What follows belongs to an exercise in optimizing a design on an open flow for small area; a production flow would make more cautious choices.
The RTL was checked by simulation tests, not by an equivalence proof against the original design.
Power and IR drop assume default switching activity.

**flow/flow/run.sh**
```bash
#!/bin/bash
# Standard ORFS layout with three changes: plain buf_1 cells as the port
# buffers, a clock tree of fewer, larger clusters without dummy loads, and
# power recovery (downsizing off-critical cells) after global routing.
set -euo pipefail
bash standard.sh \
  "BUFFER_PORTS_ARGS=-buffer_cell sky130_fd_sc_hd__buf_1" \
  "CTS_ARGS=-sink_clustering_enable -repair_clock_nets -dont_use_dummy_load -buf_list sky130_fd_sc_hd__clkbuf_16 -sink_clustering_size 20 -sink_clustering_max_diameter 100" \
  "RECOVER_POWER=100" \
  finish > standard.log 2>&1
```
**flow/standard.sh**
```bash
#!/bin/bash
# synth_recipe.tcl (not shown) runs the flow's synth.tcl, then flattens the netlist and writes it again
# the make line also repeats each setting of config.mk as NAME=value (left out here)
make -C /OpenROAD-flow-scripts/flow DESIGN_CONFIG=/design/flow/config.mk WORK_HOME=/design/flow/orfs CLKGATE_MAP_FILE= SYNTH_SCRIPT=/design/flow/synth_recipe.tcl "${@:-finish}"
```
**flow/config.mk**
```make
export PLATFORM = sky130hd
export DESIGN_NAME = regfile_2r2w
export DESIGN_NICKNAME = regfile_2r2w
export VERILOG_FILES = /design/flow/design.v
export SDC_FILE = /design/flow/constraint.sdc
export NUM_CORES = 4
export LEC_CHECK = 0
export CAP_MARGIN = 0
export CELL_PAD_IN_SITES_DETAIL_PLACEMENT = 1
export CELL_PAD_IN_SITES_GLOBAL_PLACEMENT = 1
export CORE_MARGIN = 2
export CORE_UTILIZATION = 30
export PLACE_DENSITY = 0.5
export SLEW_MARGIN = 0
export SYNTH_HIERARCHICAL = 1
export SYNTH_MINIMUM_KEEP_SIZE = 0
```
**flow/constraint.sdc**
```tcl
create_clock -name core_clock -period 5.0 [get_ports {clk}]
set_input_delay 1.0000 -clock core_clock [delete_from_list [all_inputs] [get_ports {clk}]]
set_output_delay 1.0000 -clock core_clock [all_outputs]
set_load 0.01 [all_outputs]
```
**flow/design.v**
```verilog
`default_nettype none
package copperv_cpu_pkg;
    localparam int c_default_data_width = 32;
    localparam int c_default_reg_width  = 5;
    function automatic int reg_idx(input int addr, input int width);
        reg_idx = addr * width;
    endfunction
endpackage
`default_nettype wire
`default_nettype none
module rf_aoi3 #(
    parameter int W = 32
) (
    input  logic [W-1:0] a,
    input  logic [W-1:0] b,
    input  logic [W-1:0] c,
    input  logic         sa,
    input  logic         sb,
    input  logic         sc,
    output logic [W-1:0] y
);
    assign y = ~(({W{sa}} & a) | ({W{sb}} & b) | ({W{sc}} & c));
endmodule
module rf_aoi2 #(
    parameter int W = 32
) (
    input  logic [W-1:0] a,
    input  logic [W-1:0] b,
    input  logic         sa,
    input  logic         sb,
    output logic [W-1:0] y
);
    assign y = ~(({W{sa}} & a) | ({W{sb}} & b));
endmodule
module rf_and12 #(
    parameter int W = 32
) (
    input  logic [12*W-1:0] p,
    output logic [W-1:0]    y
);
    for (genvar k = 0; k < W; k++) begin : g_bit
        logic [11:0] col;
        for (genvar g = 0; g < 12; g++) begin : g_col
            assign col[g] = p[g*W + k];
        end
        assign y[k] = &col;
    end
endmodule
`default_nettype wire
`default_nettype none
module regfile_2r2w (
    input  logic         clk,
    input  logic         rst,
    input  logic [1:0]   wr_en,
    input  logic [9:0]   wr_addr,
    input  logic [63:0]  wr_data,
    input  logic [1:0]   rd_en,
    input  logic [9:0]   rd_addr,
    output logic [63:0]  rd_data,
    output logic [1:0]   rd_busy,
    input  logic         busy_set_en,
    input  logic [4:0]   busy_set_addr,
    output logic [31:0]  busy_vec
);
    localparam int NR = 32;
    localparam int SL = 4;               
    logic        r_ph;                  
    logic [31:0] r_mem [1:NR-1];        
    logic [63:0] r_rd;                  
    logic [1:0]  r_busy;
    logic [NR-1:1] r_bv;
    logic [4:0]  wa0, wa1;
    logic [31:0] wd0e, wd1e;            
    assign wa0  = wr_addr[4:0];
    assign wa1  = wr_addr[9:5];
    assign wd0e = wr_data[31:0]  ^ {32{r_ph}};
    assign wd1e = wr_data[63:32] ^ {32{r_ph}};
    always_ff @(posedge clk) begin
        r_ph <= ~r_ph | ~rst;
    end
    for (genvar i = 1; i < NR; i++) begin : g_reg
        logic h1, h0, s1, s0, hd;
        logic [31:0] nxt;
        assign h1 = wr_en[1] & (wa1 == 5'(i));
        assign h0 = wr_en[0] & (wa0 == 5'(i));
        assign s1 = rst & h1;
        assign s0 = rst & h0 & ~h1;
        assign hd = rst & ~h0 & ~h1;
        for (genvar b = 0; b < 32; b = b + SL) begin : g_sl
            rf_aoi3 #(.W(SL)) u_wr (
                .a (wd1e[b +: SL]), .b (wd0e[b +: SL]), .c (r_mem[i][b +: SL]),
                .sa (s1), .sb (s0), .sc (hd),
                .y (nxt[b +: SL])
            );
        end
        always_ff @(posedge clk) begin
            r_mem[i] <= nxt;
        end
    end
    for (genvar j = 0; j < 2; j++) begin : g_rd
        logic [4:0]  ra;
        logic        b1, b0, nz, en, hs, hit, zs;
        logic [34:0] sel;
        logic [31:0] dat [35];
        logic [31:0] part [12];
        logic [31:0] nxt;
        assign ra  = rd_addr[5*j +: 5];
        assign nz  = |ra;
        assign en  = rst & rd_en[j];
        assign b1  = wr_en[1] & (wa1 == ra) & nz;
        assign b0  = wr_en[0] & (wa0 == ra) & nz & ~b1;
        assign hit = b1 | b0;
        assign hs  = rst & ~rd_en[j];
        assign zs  = en & ~nz;
        for (genvar i = 1; i < NR; i++) begin : g_sel
            assign sel[i-1] = en & ~hit & (ra == 5'(i));
            assign dat[(i-1)] = r_mem[i];
        end
        assign sel[31] = en & b1;
        assign dat[31] = wd1e;
        assign sel[32] = en & b0;
        assign dat[32] = wd0e;
        assign sel[33] = hs;
        assign dat[33] = r_rd[32*j +: 32];
        assign sel[34] = zs;
        assign dat[34] = {32{r_ph}};
        for (genvar b = 0; b < 32; b = b + SL) begin : g_sl2
            rf_aoi2 #(.W(SL)) u_aoi2 (
                .a (dat[33][b +: SL]), .b (dat[34][b +: SL]),
                .sa (sel[33]), .sb (sel[34]),
                .y (part[11][b +: SL])
            );
        end
        for (genvar g = 0; g < 11; g++) begin : g_grp
            for (genvar b = 0; b < 32; b = b + SL) begin : g_sl
                rf_aoi3 #(.W(SL)) u_aoi (
                    .a (dat[3*g][b +: SL]), .b (dat[3*g+1][b +: SL]), .c (dat[3*g+2][b +: SL]),
                    .sa (sel[3*g]), .sb (sel[3*g+1]), .sc (sel[3*g+2]),
                    .y (part[g][b +: SL])
                );
            end
        end
        for (genvar b = 0; b < 32; b = b + SL) begin : g_sla
            logic [12*SL-1:0] ps;
            for (genvar g = 0; g < 12; g++) begin : g_p
                assign ps[g*SL +: SL] = part[g][b +: SL];
            end
            rf_and12 #(.W(SL)) u_and (.p (ps), .y (nxt[b +: SL]));
        end
        always_ff @(posedge clk) begin
            r_rd[32*j +: 32] <= nxt;
        end
        always_ff @(posedge clk) begin
            if (!rst)          r_busy[j] <= 1'b0;
            else if (rd_en[j]) r_busy[j] <= ~hit & busy_vec[ra];
        end
    end
    assign rd_data = r_rd ^ {64{r_ph}};
    assign rd_busy = r_busy;
    for (genvar i = 1; i < NR; i++) begin : g_bv
        logic clr, set;
        assign clr = (wr_en[1] & (wa1 == 5'(i))) | (wr_en[0] & (wa0 == 5'(i)));
        assign set = busy_set_en & (busy_set_addr == 5'(i));
        always_ff @(posedge clk) begin
            if (!rst) r_bv[i] <= 1'b0;
            else      r_bv[i] <= (r_bv[i] & ~clr) | set;
        end
    end
    assign busy_vec = {r_bv, 1'b0};
endmodule
`default_nettype wire
```
==> results of run 1 <==
## worst max path at each step
stage / start / slack (ps) / end
after floorplan: rd_addr[0] / 10 / r_rd[0]
after detailed placement: rd_addr[2] / 60 / r_rd[25]
after global placement: rd_addr[2] / 170 / r_rd[25]
final: rst / 200 / r_mem[27][0]
after global routing: rd_addr[2] / 270 / r_rd[26]
after CTS: rd_addr[2] / 770 / r_rd[14]
## cell families after synthesis
kind of cell              after synthesis  share of synthesized area (%)
and+or+nand+nor                       576                           7.68
muxes                                  24                          0.799
xor gates and xnor gates              144                           2.77
other                                   1                        0.00823
AOI/OAI and AO/OA                    1845                           40.1
buffers and inverters                  72                          0.752
DFF                                  1090                           47.9
## cell type report
class,count,area [um2]
timing repair buffer,543,3780
multi-input combinational,2590,25300
antenna,4,10.0
fill,16300,96200
tap,2030,2540
clock buffer,66,1650
sequential,1090,21800
inverter,5,18.8
## registers in the layout (all words and copies together), names as in the netlist
register  cells
r_ph          1
r_busy        2
r_mem       992
r_bv         31
r_rd         64
## synthesized netlist by cell type (all sizes together), types with 2 or more instances
cell     count  area share [%]
nor2b       21            0.29
xnor2        9            0.17
a22oi       67             1.3
clkbuf      29            0.24
a2111oi      2           0.052
nand2       67            0.58
o221a       12            0.30
o21ai       13            0.14
nor3       122             2.1
nor3b        2           0.033
inv          5           0.041
buf         38            0.47
dfxtp     1090              48
a222oi    1696              37
a211oi      10            0.16
xor2       135             2.6
mux2         3           0.074
nand3       17            0.19
a221oi       9            0.17
and2         3           0.041
nand4      202             2.9
nor2        98            0.81
mux4         9            0.46
nand4b       3            0.16
a21o         2           0.033
a31oi        2           0.060
nand2b      16            0.22
o31ai        6            0.11
nor4        11            0.16
or3          7            0.11
a21oi        2           0.022
mux2i       12            0.26
a311oi       8            0.15
or2          4           0.055
o2bb2ai     12            0.23
## report_power, final
part           internal [mW]  leakage, nW  switching [mW]
logic                  0.928         9.10            2.30
clock network           2.36        0.813            3.23
registers               9.49         9.15           0.845
total                   12.8         19.1            6.38
## metal layers
| metal | part of all wire, % | wire length (um) | up-vias |
|---|---|---|---|
| li1 | - | - | 20100 |
| met1 | 36 | 118000 | 27400 |
| met2 | 41 | 132000 | 5057 |
| met3 | 16 | 52500 | 1206 |
| met4 | 6.7 | 21600 | 20 |
| met5 | 0.046 | 148 | - |
## critical path, stage by stage
cell and delay, ps:
clkbuf_1 240, clkbuf_1 1140, nand3_1 1040, nor3_2 360, clkbuf_2 1110, a222oi_1 240
## metrics by stage
stage	utilization, %	cells
2_1_floorplan	-	3752
3_3_place_gp	35.7	6258
3_5_place_dp	35.7	6258
4_1_cts	36.7	6324
5_1_grt	36.4	6324
6_report	36.4	6328
==> run notes, run 1 <==
outcome = finished with violations
violated checks = max-capacitance violations, max-slew violations
Die Y = 394 um
DRT iter0 DRCs = 17900
DP Area = 54000 um2
worst skew pair latency = 720 ps
Pwr Total = 19.2 mW
Tcrit/Tclk final = 95.9%
H-Tree Depth = 3
number of flops mapped to enable cells by yosys = 0
Clk Tree Root Cell = clkbuf_16
DR vias = 53800
startpoint class of the critical path = input port
Worst EP arrival = 5260 ps
routing usage on met3 = 17.2%
Max-Cap Viols = 12
clk sink count = 1090
Setup Buffers After CTS = 0
Slew Limit Fails = 279
Least-Margin Pin Slew = 2320 ps
fmax = 208 MHz
worst reg2reg path depth = 6
hpwl dp = 194 mm
Leak = 19.1 nW
final setup TNS = 0 ps
endpoints failing hold = 0
FF-to-FF End = r_rd[31]
Clock Skew = 67.8 ps
ratio of cells with drive above 1 in the final layout = 16.3%
via density per instance = 8.49
Starting Density = 30.1%
post-synthesis cell type count = 57
first-pass GRT wire length = 437 mm
register area share after synthesis = 47.9%
RSZ-0062 raised after global routing = false
most frequent cells in the layout = 1696 x a222oi_1, 1089 x dfxtp_1, 267 x buf_4
post_cts resized = 0
worst vdd ir = 0.250 mV
Placer Congestion = 0.945
die footprint = 155000 um2
Final min period = 4800 ps
Hold/Removal Path Class = reg -> reg
ys flop type = dfxtp_1
Yosys reg bits = 1090
CTS tree = done
clk buf depth = 3
pre-CTS setup slack = 60.6 ps
Worst-path clk slew = 90 ps
GRT Util Overall = 39.5%
core area = 151000 um2
GR Overflow Total = 0
DRT antenna net count = 0
Setup Viol. Count Final = 0
io pins = 194
row count = 143
Crit Reg-Reg Startpoint = r_ph
initial antenna violation count = 17
first drt pass iteration count = 17
Crit Path Max Fanout = 32
WHS Path Cells = 1
Cells after Synth = 3752
met1 usage = 49.0%
asr flop ratio synth = 0%
crit path capture type = flip-flop
WL per Instance = 51.2 um
pin count of the biggest net entering global routing = 37
hold path startpoint = r_mem[11][31]
Max-slew headroom = -54.6%
Die W = 394 um
post-route cell area = 55200 um2
Post-Syn Area = 45600 um2
syn nets = 3848
# nets final = 4392
PwrDens = 347 nW/um2
synth warn = 15
hold slack = 475 ps
Port Buffers = 192
layer with the highest usage = met2
CP required = 5460 ps
WS Path Type = in -> reg
# hold bufs at CTS = 0
register-to-register setup slack = 1000 ps
Final WS setup = 203 ps
cts bufs inserted = 66
DRC viols = 0
number of global-route vias before repair = 51700
most common cell after layout, fill and taps aside = a222oi_1
Hold Path End = r_mem[11][31]
routing usage on met2 = 56.7%
Avg Cell Area, Syn = 12.1 um2
total wire length = 324 mm
area delta synth->final = 21.1%
==> run 2: changes to the inputs <==
==> flow/flow/run.sh (replaced) <==
#!/bin/bash
# Standard ORFS layout with two changes: plain buf_1 cells as the port
# buffers, and a clock tree of fewer, larger clusters without dummy loads.
set -euo pipefail
bash standard.sh \
  "BUFFER_PORTS_ARGS=-buffer_cell sky130_fd_sc_hd__buf_1" \
  "CTS_ARGS=-sink_clustering_enable -repair_clock_nets -dont_use_dummy_load -buf_list sky130_fd_sc_hd__clkbuf_16 -sink_clustering_size 20 -sink_clustering_max_diameter 100" \
  finish > standard.log 2>&1
--- a/flow/config.mk
+++ b/flow/config.mk
@@ -5,12 +5,12 @@
 export SDC_FILE = /design/flow/constraint.sdc
 export NUM_CORES = 4
 export LEC_CHECK = 0
-export CAP_MARGIN = 0
+export CAP_MARGIN = 20
 export CELL_PAD_IN_SITES_DETAIL_PLACEMENT = 1
 export CELL_PAD_IN_SITES_GLOBAL_PLACEMENT = 1
 export CORE_MARGIN = 2
 export CORE_UTILIZATION = 30
 export PLACE_DENSITY = 0.5
-export SLEW_MARGIN = 0
+export SLEW_MARGIN = 20
 export SYNTH_HIERARCHICAL = 1
 export SYNTH_MINIMUM_KEEP_SIZE = 0
==> run 2 against run 1 <==
- now clean on timing, DRC and antenna
- first-iteration DRC count decreased by 0.74%
- synthesized cell count unchanged
- largest cell class unchanged
- combinational power increased by 2%
- setup slack improved by 350 ps
- sequential share of layout area decreased by 0.37 points
- critical endpoint is now r_rd[15]
==> run notes, run 2 <==
Crit Path Max Fanout = 32 (unchanged)
final setup TNS = 0 ps (unchanged)
hpwl dp = 194 mm (unchanged)
# nets final = 4393 (was 4392)
top-count cell post-synth = a222oi_1 (unchanged)
Port Buffers = 192 (unchanged)
Hold/Removal Path Class = reg -> reg (unchanged)
Starting Density = 30.1% (unchanged)
synth top area cells = dfxtp_1 48%, a222oi_1 37%, nand4_1 2.7%, xor2_1 2.6%, nor3_2 1.4% (unchanged)
PwrDens = 345 nW/um2 (was 347 nW/um2)
most frequent cells in the layout = 1696 x a222oi_1, 1089 x dfxtp_1, 305 x buf_4 (was 1696 x a222oi_1, 1089 x dfxtp_1, 267 x buf_4)
ratio of cells with drive above 1 in the final layout = 17.7% (was 16.3%)
Crit Reg-Reg Startpoint = r_ph (unchanged)
Max-Cap Viols = 0 (was 12)
syn nets = 3848 (unchanged)
post-synthesis cell type count = 57 (unchanged)
via density per instance = 8.54 (was 8.49)
Slew Limit Fails = 0 (was 279)
Final min period = 4450 ps (was 4800 ps)
endpoints failing hold = 0 (unchanged)
DRC viols = 0 (unchanged)
Cells after Synth = 3752 (unchanged)
FF-to-FF End = r_rd[10] (was r_rd[31])
Tcrit/Tclk final = 89.0% (was 95.9%)
post_cts resized = 0 (unchanged)
Largest regs = r_mem (992), r_rd (64), r_bv (31) (unchanged)
CP peak stage delay = 790 ps (was 1140 ps)
GR Overflow Total = 0 (unchanged)
Avg Cell Area, Syn = 12.1 um2 (unchanged)
# hold bufs at CTS = 0 (unchanged)
Least-Margin Pin Slew = 1270 ps (was 2320 ps)
Leak = 19.2 nW (was 19.1 nW)
Yosys reg bits = 1090 (unchanged)
Worst EP arrival = 5000 ps (was 5260 ps)
WHS Path Cells = 1 (unchanged)
WS Path Type = in -> reg (unchanged)
fmax = 225 MHz (was 208 MHz)
ys flop type = dfxtp_1 (unchanged)
worst skew pair latency = 690 ps (was 720 ps)
Post-Syn Area = 45600 um2 (unchanged)
Setup Viol. Count Final = 0 (unchanged)
Clk Tree Root Cell = clkbuf_16 (unchanged)
worst vdd ir = 0.253 mV (was 0.250 mV)
Yosys top cell area share = 47.9% (unchanged)
area delta synth->final = 22.2% (was 21.1%)
total wire length = 324 mm (about the same)
core area = 151000 um2 (unchanged)
DP Area = 54000 um2 (unchanged)
Die W = 394 um (unchanged)
Max-slew headroom = 15.5% (was -54.6%)
first-pass GRT wire length = 437 mm (unchanged)
CP max stage cell = or4_1 (was clkbuf_1)
adder-cell share of the synthesized area = 0% (unchanged)
clk buf depth = 3 (unchanged)
DRT iter0 DRCs = 17700 (was 17900)
crit path capture type = flip-flop (unchanged)
multiplexer share of the synthesized area = 0.799% (unchanged)
GRT Util Overall = 39.5% (unchanged)
CP required = 5550 ps (was 5460 ps)
clk sink count = 1090 (unchanged)
first drt pass iteration count = 17 (unchanged)
largest family of logic cells by synthesized area = compound AO/OA/AOI/OAI gates (unchanged)
row count = 143 (unchanged)
DRT antenna net count = 0 (unchanged)
Hold Path End = r_mem[10][5] (was r_mem[11][31])
outcome = timing/DRC/antenna clean (was finished with violations)
Clock Skew = 66.2 ps (was 67.8 ps)
DR vias = 54100 (was 53800)
compound-cell area share of the yosys netlist = 40.1% (unchanged)
Worst-path clk slew = 80 ps (was 90 ps)
register-to-register setup slack = 1730 ps (was 1000 ps)
RSZ-0062 raised after global routing = false (unchanged)
number of flops mapped to enable cells by yosys = 0 (unchanged)
cell mode on critical path = nor3_2 (was clkbuf_1)
area leader, netlist = dfxtp_1 (unchanged)
Post-synth top cells = 1696 x a222oi_1, 1090 x dfxtp_1, 198 x nand4_1 (unchanged)
critical path cell sequence = buf_1, nor3_1, and2_1, or4_1, nand4b_4, nor3_2, buf_4, a222oi_1, nand4_1, nor3_2 (was clkbuf_1, clkbuf_1, nand3_1, nor3_2, clkbuf_2, a222oi_1)
io pins = 194 (unchanged)
WL per Instance = 51.1 um (was 51.2 um)
cts bufs inserted = 66 (unchanged)
number of global-route vias before repair = 51700 (unchanged)
synth warn = 15 (unchanged)
Reg with most FFs = r_mem (unchanged)
startpoint class of the critical path = input port (unchanged)
H-Tree Depth = 3 (unchanged)
asr flop ratio synth = 0% (unchanged)
Synth Area in XOR/XNOR = 2.77% (unchanged)
pin count of the biggest net entering global routing = 37 (unchanged)
die footprint = 155000 um2 (unchanged)
max reg flops = 992 (unchanged)
Post-Synth Simple-Gate Area = 7.68% (unchanged)
Placer Congestion = 0.945 (unchanged)
post-route cell area = 55700 um2 (was 55200 um2)
initial antenna violation count = 14 (was 17)
hold path startpoint = r_mem[10][5] (was r_mem[11][31])
Setup Buffers After CTS = 0 (unchanged)
CTS tree = done (unchanged)
Die Y = 394 um (unchanged)
register area share after synthesis = 47.9% (unchanged)
most common cell after layout, fill and taps aside = a222oi_1 (unchanged)
worst reg2reg path depth = 6 (unchanged)
## run 2: cell type report
class / instances / area, um2
fillers: 16200 / 95700
multi-input cells: 2590 / 25700
flip-flops and latches: 1090 / 21800
repair buffers: 544 / 3960
well taps: 2030 / 2540
clock buffers: 66 / 1650
diodes: 10 / 25.0
inverters: 5 / 18.8
## run 2: worst max path at each step
stage / from / to / depth (start not counted)
after CTS: rd_addr[2] / r_rd[14] / 10
after floorplan: rd_addr[0] / r_rd[0] / 9
after detailed placement: rd_addr[2] / r_rd[25] / 10
final: rd_addr[2] / r_rd[15] / 10
after global placement: rd_addr[2] / r_rd[25] / 10
after global routing: rd_addr[2] / r_rd[22] / 10
## run 2: layer usage
metal,up-vias,track usage (%),routed length (um)
met2,5311,56.7,133000
met3,1251,17.2,53000
met1,27400,49.0,117000
li1,20100,-,-
met5,-,0,97
met4,14,22.3,20800
## run 2: where the power goes
| group | internal, mW | switching (mW) |
|---|---|---|
| clock | 2.36 | 3.23 |
| sequential | 9.49 | 0.848 |
| combinational | 0.955 | 2.32 |
| total | 12.8 | 6.40 |
## run 2: cell families (layout without fill, tap and decap cells)
family,after synthesis,count (layout)
compound gates,1845,1845
flops,1090,1090
simple gates,576,576
xor+xnor,144,144
buf+inv,72,615
mux,24,24
other cells,1,11
## run 2: through the flow
stage	setup slack, ps	hold WS [ps]	cells	utilization (%)	power, mW
floorplan	12.8	440	3752	-	11.7
global placement	168	451	6258	35.7	13.6
detailed placement	60.6	458	6258	35.7	13.6
CTS	767	474	6324	36.7	19.0
global route	532	489	6325	36.8	19.7
finish	552	475	6335	36.8	19.2
## run 2: critical path, delay by kind of cell
family / cells / cell delay (ps)
and+or+nand+nor: 7 / 2450
AOI/OAI and AO/OA: 1 / 580
buffers and inverters: 2 / 940

static timing again, ports no longer ideal:
No port has a modelled driver above. Below, the same layouts with a new extraction and two added sets of constraints. Step 1 assumes that a clkbuf_16 drives the clock port and a buf_2 every other input. Step 2 also shifts input and output timing later by t, the mid clock arrival at the registers, as if the neighbouring blocks saw the same clock. a / b / c = ideal / step 1 / step 2; a / b = the first two.
run | t, ns | setup slack, ns | hold WS [ns] | latest minus earliest clock arrival (ns) | worst slew at a driven data input, ns
run 1 | 0.758 | 0.203 / 0.250 / -0.501 | 0.475 / 0.475 / 0.475 | 0.096 / 0.095 | 0.06
run 2 | 0.758 | 0.552 / 0.607 / -0.150 | 0.475 / 0.475 / 0.475 | 0.092 / 0.093 | 0.06
For run 1, which loses most, drivers alone change the setup slack by +0.047 ns; drivers and shift together by -0.704 ns.
